Source: an optimization exercise on an open RTL-to-GDS flow (aim: small area). Production flows keep margins and buffers that such runs may drop. In this exercise RTL edits were held to simulation tests only and were not proved equivalent to the original. No activity file was given, so power comes from the tool's default toggle rates.

==> flow/design.v <==
package cpu_types_pkg;
  localparam int DW_DEF    = 32;
  localparam int NREG_DEF  = 32;
  localparam int MAX_PORTS = 32;
  typedef logic [DW_DEF-1:0]           word_t;
  typedef logic [$clog2(NREG_DEF)-1:0] regsel_t;
  localparam regsel_t REG_ZERO = '0;
  function automatic int win_port(input logic [MAX_PORTS-1:0] hits);
    win_port = 0;
    for (int k = 0; k < MAX_PORTS; k++) begin
      if (hits[k]) win_port = k;
    end
  endfunction
endpackage
module rf_fa (
  input  logic a,
  input  logic b,
  input  logic c,
  output logic s,
  output logic co
);
  assign {co, s} = {1'b0, a} + {1'b0, b} + {1'b0, c};
endmodule
module rf_popcount31 (
  input  logic [30:0] x,
  output logic [4:0]  cnt
);
  logic [9:0] s1a, c1a;
  for (genvar k = 0; k < 10; k++) begin : g_w1a
    rf_fa u_fa (.a(x[3*k]), .b(x[3*k+1]), .c(x[3*k+2]), .s(s1a[k]), .co(c1a[k]));
  end
  logic [2:0] s1b, c1b;
  for (genvar k = 0; k < 3; k++) begin : g_w1b
    rf_fa u_fa (.a(s1a[3*k]), .b(s1a[3*k+1]), .c(s1a[3*k+2]), .s(s1b[k]), .co(c1b[k]));
  end
  logic s1c, c1c, c1d;
  rf_fa u_w1c (.a(s1b[0]), .b(s1b[1]), .c(s1b[2]), .s(s1c), .co(c1c));
  rf_fa u_w1d (.a(s1c), .b(s1a[9]), .c(x[30]), .s(cnt[0]), .co(c1d));
  logic [14:0] w2;
  assign w2 = {c1d, c1c, c1b, c1a};
  logic [4:0] s2a, c2a;
  for (genvar k = 0; k < 5; k++) begin : g_w2a
    rf_fa u_fa (.a(w2[3*k]), .b(w2[3*k+1]), .c(w2[3*k+2]), .s(s2a[k]), .co(c2a[k]));
  end
  logic s2b, c2b, c2c;
  rf_fa u_w2b (.a(s2a[0]), .b(s2a[1]), .c(s2a[2]), .s(s2b), .co(c2b));
  rf_fa u_w2c (.a(s2b), .b(s2a[3]), .c(s2a[4]), .s(cnt[1]), .co(c2c));
  logic [6:0] w4;
  assign w4 = {c2c, c2b, c2a};
  logic [1:0] s4a, c4a;
  for (genvar k = 0; k < 2; k++) begin : g_w4a
    rf_fa u_fa (.a(w4[3*k]), .b(w4[3*k+1]), .c(w4[3*k+2]), .s(s4a[k]), .co(c4a[k]));
  end
  logic c4b;
  rf_fa u_w4b (.a(s4a[0]), .b(s4a[1]), .c(w4[6]), .s(cnt[2]), .co(c4b));
  rf_fa u_w8 (.a(c4a[0]), .b(c4a[1]), .c(c4b), .s(cnt[3]), .co(cnt[4]));
endmodule
module regfile_scoreboard #(
  parameter int  NREG   = 32,
  parameter int  NREAD  = 2,
  localparam int SW     = $clog2(NREG)
) (
  input  logic                      clk,
  input  logic                      rst,
  input  logic [NREG-2:0]           hold,    
  input  logic [NREAD-1:0]          whit,    
  input  logic [NREAD*(NREG-1)-1:0] gsel,    
  input  logic                      rsv_en,
  input  logic [SW-1:0]             rsv_sel,
  input  logic                      flush,
  input  logic [NREAD*SW-1:0]       rsel,
  output logic [NREAD-1:0]          rbusy,
  output logic [SW:0]               busy_cnt
);
  logic [NREG-2:0] busy;
  logic [NREG-2:0] busy_nxt;
  logic [NREG-2:0] rsv_dec;
  logic [4:0]      cnt_nxt;
  logic [4:0]      cnt_q;
  always_comb begin
    for (int r = 1; r < NREG; r++) rsv_dec[r-1] = rsv_en && (rsv_sel == SW'(r));
  end
  always_comb begin
    for (int r = 0; r < NREG-1; r++) begin
      busy_nxt[r] = !rst && !flush && (rsv_dec[r] || (busy[r] && hold[r]));
    end
  end
  rf_popcount31 u_pc (.x(busy_nxt), .cnt(cnt_nxt));
  always_ff @(posedge clk) begin
    busy  <= busy_nxt;
    cnt_q <= cnt_nxt;
  end
  assign busy_cnt = {1'b0, cnt_q};
  logic busy_rsv;
  rf_aomux #(.N(NREG-1)) u_brsv (.sel(rsv_dec), .dat(busy), .y(busy_rsv));
  for (genvar i = 0; i < NREAD; i++) begin : g_rb
    logic bsel;
    rf_aomux #(.N(NREG-1)) u_bsel (.sel(gsel[i*(NREG-1) +: NREG-1]), .dat(busy), .y(bsel));
    assign rbusy[i] = bsel || (whit[i] && busy_rsv && (rsv_sel == rsel[i*SW +: SW]));
  end
endmodule
module rf_bit (
  input  logic clk,
  input  logic s1,
  input  logic s0,
  input  logic sh,
  input  logic d1,
  input  logic d0,
  output logic v
);
  logic qn;
  assign v = ~qn;
  always_ff @(posedge clk) qn <= ~((s1 & d1) | (s0 & d0) | (sh & v));
endmodule
module rf_wsel (
  input  logic pl1, ph1,
  input  logic pl0, ph0,
  input  logic pl0x, ph0x,
  output logic s1,
  output logic s0,
  output logic sh
);
  assign s1 = pl1 & ph1;
  assign s0 = pl0 & ph0 & ~s1;
  assign sh = ~((pl0x & ph0x) | s1);
endmodule
module rf_rsel (
  input  logic pl0, ph0,
  input  logic pl1, ph1,
  input  logic rl0, rh0,
  input  logic rl1, rh1,
  output logic g0,
  output logic g1
);
  logic nw;
  assign nw = ~((pl0 & ph0) | (pl1 & ph1));
  assign g0 = rl0 & rh0 & nw;
  assign g1 = rl1 & rh1 & nw;
endmodule
module rf_aoi222 (
  input  logic a0, b0,
  input  logic a1, b1,
  input  logic a2, b2,
  output logic y
);
  assign y = ~((a0 & b0) | (a1 & b1) | (a2 & b2));
endmodule
module rf_aoi22 (
  input  logic a0, b0,
  input  logic a1, b1,
  output logic y
);
  assign y = ~((a0 & b0) | (a1 & b1));
endmodule
module rf_aomux #(
  parameter int N = 33
) (
  input  logic [N-1:0] sel,
  input  logic [N-1:0] dat,
  output logic         y
);
  localparam int NG = N / 3;
  localparam int NR = N % 3;
  logic [NG + (NR != 0) - 1:0] t;
  for (genvar g = 0; g < NG; g++) begin : g_grp
    rf_aoi222 u_aoi (
      .a0 (sel[3*g]),   .b0 (dat[3*g]),
      .a1 (sel[3*g+1]), .b1 (dat[3*g+1]),
      .a2 (sel[3*g+2]), .b2 (dat[3*g+2]),
      .y  (t[g])
    );
  end
  if (NR == 2) begin : g_r2
    rf_aoi22 u_aoi (
      .a0 (sel[3*NG]),   .b0 (dat[3*NG]),
      .a1 (sel[3*NG+1]), .b1 (dat[3*NG+1]),
      .y  (t[NG])
    );
  end else if (NR == 1) begin : g_r1
    assign t[NG] = ~(sel[3*NG] & dat[3*NG]);
  end
  assign y = ~&t;
endmodule
module register_file_mp #(
  parameter int DW     = 32,
  parameter int NREG   = 32,
  parameter int NREAD  = 2,
  parameter int NWRITE = 2,
  localparam int SW    = $clog2(NREG)
) (
  input  logic                 CLK,
  input  logic                 RST,
  input  logic [NWRITE-1:0]    WEN,
  input  logic [NWRITE*SW-1:0] wsel,
  input  logic [NWRITE*DW-1:0] wdat,
  input  logic [NREAD*SW-1:0]  rsel,
  output logic [NREAD*DW-1:0]  rdat,
  output logic [NREAD-1:0]     rbusy,
  input  logic                 rsv_en,
  input  logic [SW-1:0]        rsv_sel,
  input  logic                 flush,
  output logic [SW:0]          busy_cnt
);
  logic [DW-1:0] wd0, wd1;
  assign wd0 = wdat[0 +: DW];
  assign wd1 = wdat[DW +: DW];
  logic [3:0] pl0, pl1, pl0x;
  logic [7:0] ph0, ph1, ph0x;
  always_comb begin
    for (int j = 0; j < 4; j++) begin
      pl1[j]  = !RST && WEN[1] && (wsel[SW +: 2] == 2'(j));
      pl0[j]  = !RST && WEN[0] && (wsel[0 +: 2] == 2'(j));
      pl0x[j] = RST || (WEN[0] && (wsel[0 +: 2] == 2'(j)));
    end
    for (int k = 0; k < 8; k++) begin
      ph1[k]  = (wsel[SW+2 +: 3] == 3'(k));
      ph0[k]  = (wsel[2 +: 3] == 3'(k));
      ph0x[k] = RST || (wsel[2 +: 3] == 3'(k));
    end
  end
  logic [NREG-1:0] s0, s1, sh;
  assign s0[0] = 1'b0;
  assign s1[0] = 1'b0;
  assign sh[0] = 1'b0;
  for (genvar r = 1; r < NREG; r++) begin : g_wsel
    rf_wsel u_wsel (
      .pl1  (pl1[r % 4]),  .ph1  (ph1[r / 4]),
      .pl0  (pl0[r % 4]),  .ph0  (ph0[r / 4]),
      .pl0x (pl0x[r % 4]), .ph0x (ph0x[r / 4]),
      .s1   (s1[r]), .s0 (s0[r]), .sh (sh[r])
    );
  end
  logic [(NREG-1)*DW-1:0] q;
  for (genvar r = 1; r < NREG; r++) begin : g_reg
    for (genvar b = 0; b < DW; b++) begin : g_bit
      rf_bit u_bit (
        .clk (CLK),
        .s1  (s1[r]),
        .s0  (s0[r]),
        .sh  (sh[r]),
        .d1  (wd1[b]),
        .d0  (wd0[b]),
        .v   (q[(r-1)*DW + b])
      );
    end
  end
  logic [NREAD*(NREG-1)-1:0] gsel;
  logic [NREAD-1:0]          whit;
  logic [NREAD*4-1:0]        rla;    
  logic [NREAD*8-1:0]        rha;    
  for (genvar r = 1; r < NREG; r++) begin : g_rsel
    rf_rsel u_rsel (
      .pl0 (pl0[r % 4]), .ph0 (ph0[r / 4]),
      .pl1 (pl1[r % 4]), .ph1 (ph1[r / 4]),
      .rl0 (rla[r % 4]), .rh0 (rha[r / 4]),
      .rl1 (rla[4 + r % 4]), .rh1 (rha[8 + r / 4]),
      .g0  (gsel[r-1]),
      .g1  (gsel[(NREG-1) + r-1])
    );
  end
  for (genvar i = 0; i < NREAD; i++) begin : g_rd
    logic [SW-1:0]   rs;
    logic            h0, h1, nz;
    logic [NREG:0]   sel;
    assign rs = rsel[i*SW +: SW];
    assign nz = (rs != '0);
    assign h0 = WEN[0] && (wsel[0 +: SW] == rs);
    assign h1 = WEN[1] && (wsel[SW +: SW] == rs);
    assign whit[i] = h0 || h1;
    logic [3:0] rl;
    logic [7:0] rh;
    always_comb begin
      for (int j = 0; j < 4; j++) rl[j] = (rs[1:0] == 2'(j));
      for (int k = 0; k < 8; k++) rh[k] = (rs[4:2] == 3'(k));
      sel[NREG-1] = nz && h0 && !h1;
      sel[NREG]   = nz && h1;
    end
    assign rla[4*i +: 4] = rl;
    assign rha[8*i +: 8] = rh;
    assign sel[NREG-2:0] = gsel[i*(NREG-1) +: NREG-1];
    for (genvar b = 0; b < DW; b++) begin : g_bit
      logic [NREG:0] dat;
      always_comb begin
        for (int r = 1; r < NREG; r++) dat[r-1] = q[(r-1)*DW + b];
        dat[NREG-1] = wd0[b];
        dat[NREG]   = wd1[b];
      end
      rf_aomux #(.N(NREG+1)) u_rd (.sel(sel), .dat(dat), .y(rdat[i*DW + b]));
    end
  end
  regfile_scoreboard #(
    .NREG   (NREG),
    .NREAD  (NREAD)
  ) u_sb (
    .clk      (CLK),
    .rst      (RST),
    .hold     (sh[NREG-1:1]),
    .whit     (whit),
    .gsel     (gsel),
    .rsv_en   (rsv_en),
    .rsv_sel  (rsv_sel),
    .flush    (flush),
    .rsel     (rsel),
    .rbusy    (rbusy),
    .busy_cnt (busy_cnt)
  );
endmodule
==> flow/flow/run.sh <==
#!/bin/bash
# The standard ORFS layout, with the smallest buffer on each port (the resizer upsizes it
# where needed). Each tool's log stays under orfs/logs; make's output goes to make.log.
set -euo pipefail
bash standard.sh \
  "BUFFER_PORTS_ARGS=-buffer_cell sky130_fd_sc_hd__buf_1" \
  finish > make.log 2>&1
==> flow/standard.sh <==
#!/bin/bash
# synth_recipe.tcl (not shown) runs the flow's synth.tcl, then flattens the netlist and writes it again
# the make line also repeats each setting of config.mk as NAME=value (left out here)
make -C /OpenROAD-flow-scripts/flow DESIGN_CONFIG=/design/flow/config.mk WORK_HOME=/design/flow/orfs CLKGATE_MAP_FILE= SYNTH_SCRIPT=/design/flow/synth_recipe.tcl "${@:-finish}"
==> flow/config.mk <==
export PLATFORM = sky130hd
export DESIGN_NAME = register_file_mp
export DESIGN_NICKNAME = register_file_mp
export VERILOG_FILES = /design/flow/design.v
export SDC_FILE = /design/flow/constraint.sdc
export NUM_CORES = 4
export LEC_CHECK = 0
export CAP_MARGIN = 20
export CELL_PAD_IN_SITES_DETAIL_PLACEMENT = 2
export CELL_PAD_IN_SITES_GLOBAL_PLACEMENT = 2
export CORE_MARGIN = 2
export CORE_UTILIZATION = 40
export SLEW_MARGIN = 20
export SYNTH_HIERARCHICAL = 1
==> flow/constraint.sdc <==
create_clock -name core_clock -period 7.5 [get_ports {CLK}]
set_input_delay 1.5000 -clock core_clock [delete_from_list [all_inputs] [get_ports {CLK}]]
set_output_delay 1.5000 -clock core_clock [all_outputs]
set_load 0.01 [all_outputs]
==> impl_metrics.py <==
metrics = {
    "setup_path": {
        "critPathLaunchType": "input pin",
        "worstSetupPathType": "input pin to output port",
        "crit_required_ns": 6.00,
        "path_max_fanout": 33,
        "worstPathArrival_ns": 5.86,
        "crit_path_end_kind": "output port",
    },
    "timing": {
        "setup_viol": 0,
        "hold_viol": 0,
        "clock.fmax_mhz": 136,
        "layout_setup_ws_ns": 0.142,
        "skew_ns": 0.0113,
        "period_share": 0.981,
        "setup-tns-final_ns": 0,
        "max_slew.worst_pin.slew_ns": 1.30,
        "maxSlewHeadroom": 0.132,
        "rsz0062_at_grt": "false",
        "min_period_ns": 7.36,
        "maxSlewViolCount": 0,
    },
    "cts": {
        "ctsHoldBuffers": 0,
        "clk_latency_ns": 0.76,
        "ctsLongestPathBuffers": 3,
        "cts-buffers-inserted": 119,
        "path_clk_slew_ns": 0.06,
        "clock_sinks": 1028,
        "clockRootBuffer": "clkbuf_16",
        "cts.htree.levels": 3,
        "post_cts_buffers": 0,
        "cts_resized": 0,
        "tritoncts": "done",
    },
    "logic_synthesis": {
        "netlist.area_leader.share": 0.437,
        "yosysUniqueCellTypes": 51,
        "ys.flop_type": "dfxtp_1",
        "syn_area_per_cell_um2": 10.4,
        "synthTopCellsByArea": "dfxtp_1 (44%), a222oi_1 (37%), inv_1 (7.9%)",
        "synth_edf_count": 0,
        "syn_area_mm2": 0.0471,
        "yosysWarnings": 11,
        "ys_seq_area_frac": 0.437,
        "netlist_instances": 4529,
        "yosysTopAreaCell": "dfxtp_1",
        "async_flop_share": 0,
        "synthesis.nets": 4650,
        "ys_ff_latch": 1028,
    },
    "pwr": {
        "peakVddDrop_mv": 0.231,
        "p_per_area_mw_per_mm2": 233,
        "p_leak_nw": 26.9,
    },
    "placed_design": {
        "pre_cts_slack_ns": 0.279,
        "dp.final_hpwl_um": 178000,
        "io_buffers": 165,
        "gp_congestion": 1.01,
    },
    "route": {
        "drc": 0,
        "firstDrtPassIters": 23,
        "routed_wl_um": 320000,
        "vias_per_cell": 8.59,
        "ant_nets": 0,
        "vias": 57400,
        "drt_first_iter_violations": 17600,
        "drt-wirelength-per-cell_um": 48.0,
    },
    "grt": {
        "busiest_layer": "met2",
        "grt_first_pass_wirelength_um": 440000,
        "antenna_found_initial": 24,
        "grt_usage": 0.509,
        "met2_usage": 0.733,
        "gr-total-overflow": 0,
        "use_met3": 0.190,
        "grt_max_degree": 34,
        "grt_pass1_vias": 57800,
        "grtUsageMet1": 0.603,
    },
    "die": {
        "die_area_mm2": 0.120,
        "start_util": 0.404,
        "die_y_um": 347,
        "rows": 125,
        "die_w_um": 347,
        "boundaryPins": 167,
        "coreArea_mm2": 0.116,
    },
    "final_layout": {
        "num-nets-final": 5156,
        "area_growth_pct": 18.6,
        "drive_above_1_share": 0.128,
        "final_cell_mix": "a222oi_1 (1,726), dfxtp_1 (1,028), inv_1 (993), buf_4 (250), buf_1 (138)",
        "final_common_cell": "a222oi_1",
    },
    "run": {
        "maxCapViolCount": 0,
    },
    "worst_hold_path": {
        "hp-class": "register to register",
    },
    "run_status": {
        "status": "complete, no violations",
    },
}
## per-module statistics from Yosys (local to each module, per instance), a selection
module | cells inside | times used | cell area [um2]
register_file_mp | 118 | 1 | 931
rf_aoi222 | 1 | 734 | 10.0
rf_bit | 3 | 992 | 33.8
rf_fa | 1 | 26 | 20.0
rf_rsel | 3 | 31 | 20.0
rf_wsel | 4 | 31 | 27.5
## report_power, final
part | total, mW | switching [mW] | internal, mW | leakage, nW
combinational | 1.33 | 1.06 | 0.275 | 16.6
sequential | 5.63 | 0.0372 | 5.60 | 8.35
clock | 6.02 | 2.58 | 3.44 | 1.93
## worst paths after layout
check                                       from                             endpoint  slack [ns]  cells past startpoint
min reg2reg  g_reg[7].g_bit[14].u_bit.qn$_DFF_P_  g_reg[7].g_bit[14].u_bit.qn$_DFF_P_        0.51                      2
min          g_reg[7].g_bit[14].u_bit.qn$_DFF_P_  g_reg[7].g_bit[14].u_bit.qn$_DFF_P_        0.51                      2
max reg2reg                 u_sb.busy[1]$_DFF_P_                u_sb.cnt_q[3]$_DFF_P_        2.70                     10
max                                      wsel[8]                             rdat[38]        0.14                      8
## state kept, by name, summed over array words and instances (netlist names)
name and count:
u_sb.busy 31, u_sb.cnt_q 5, g.g_bit.u_bit.qn 992
## routing by layer
metal	vias to the layer above	share of wire	wire length (um)
met5	-	0.00050	160
met4	16	0.094	30100
met3	1585	0.16	51400
met2	5664	0.41	132000
met1	28700	0.33	107000
li1	21400	-	-
## per-stage QoR
step	instances	hold slack, ns	util	power (mW)	area [um2]
2_1_floorplan	4529	0.478	-	6.23	47100
3_3_place_gp	6436	0.489	0.445	6.94	51800
3_5_place_dp	6437	0.503	0.445	6.98	51800
4_1_cts	6661	0.512	0.479	12.9	55700
5_1_grt	6668	0.528	0.479	13.2	55800
6_report	6679	0.513	0.479	13.0	55800
## cells by family (layout without fill, tap and decap cells)
logic type,after synthesis,count (layout),synth area share
AOI/OAI and AO/OA,1828,1828,0.385
DFF,1028,1028,0.437
buffers and inverters,1026,1635,0.0855
and+or+nand+nor,590,590,0.0757
xor gates and xnor gates,30,30,0.00558
adders and majority gates,26,26,0.0111
other,1,18,0.0000797
## cell type report
class,count,area [um2]
Fill cell,12300,60600
Multi-Input combinational cell,2475,23000
Sequential cell,1028,20600
Inverter,993,3730
Clock buffer,199,3650
Timing Repair Buffer,418,2580
Tap cell,1524,1910
Clock inverter,25,293
Antenna cell,17,42.5
## worst max-delay path, cell delays in order
cell	delay, ns
buf_1	0.56
and3_1	0.59
a22oi_1	0.21
and3_2	0.70
a222oi_1	0.57
nand4_1	0.71
or3_1	0.77
buf_1	0.20
## synth_stat cells (3+ instances only)
library cell     n
buf_6           11
dfxtp_1       1028
a222oi_1      1726
or2_2           10
nor2_2          31
nand2b_1         3
or3_1           64
a22oi_1         62
nor4b_1          3
nor3_1           4
and3_1          64
xnor2_1          6
nand3_1         72
a21oi_2         31
xor2_1          24
and3b_2          4
inv_1          993
buf_2            7
nand4_1        135
a2111o_1         3
nor3b_1         12
clkbuf_8         7
fa_1            26
nor4_2           4
clkbuf_1         4
nor2_1          72
buf_4            3
nand2_1         44
and4bb_2         3
nor2b_1          8
and2_4          31
and3b_1          4

## static timing again, ports no longer ideal
The flow's constraints put no driver on any port. The routed layout listed below was extracted and timed again, unchanged, in two steps. Step 1: set_driving_cell puts a clkbuf_16 on CLK and a buf_2 on each other input, an assumption about the parent block. Step 2 times the ports against the registers' clock, not the clock port: input delays grow and output delays shrink by t, the midpoint of the rising clock arrivals with the driver on. a / b / c = no drivers / after step 1 / after step 2; a / b = the first two.
t, ns: 0.855
setup WS [ns]: 0.142 / 0.110 / 0.110
hold WS [ns]: 0.513 / 0.513 / 0.513
clock arrival spread, ns: 0.036 / 0.037
After both steps this run still meets setup and hold. For this run, drivers alone change the setup slack by -0.032 ns; drivers and shift together by -0.032 ns.
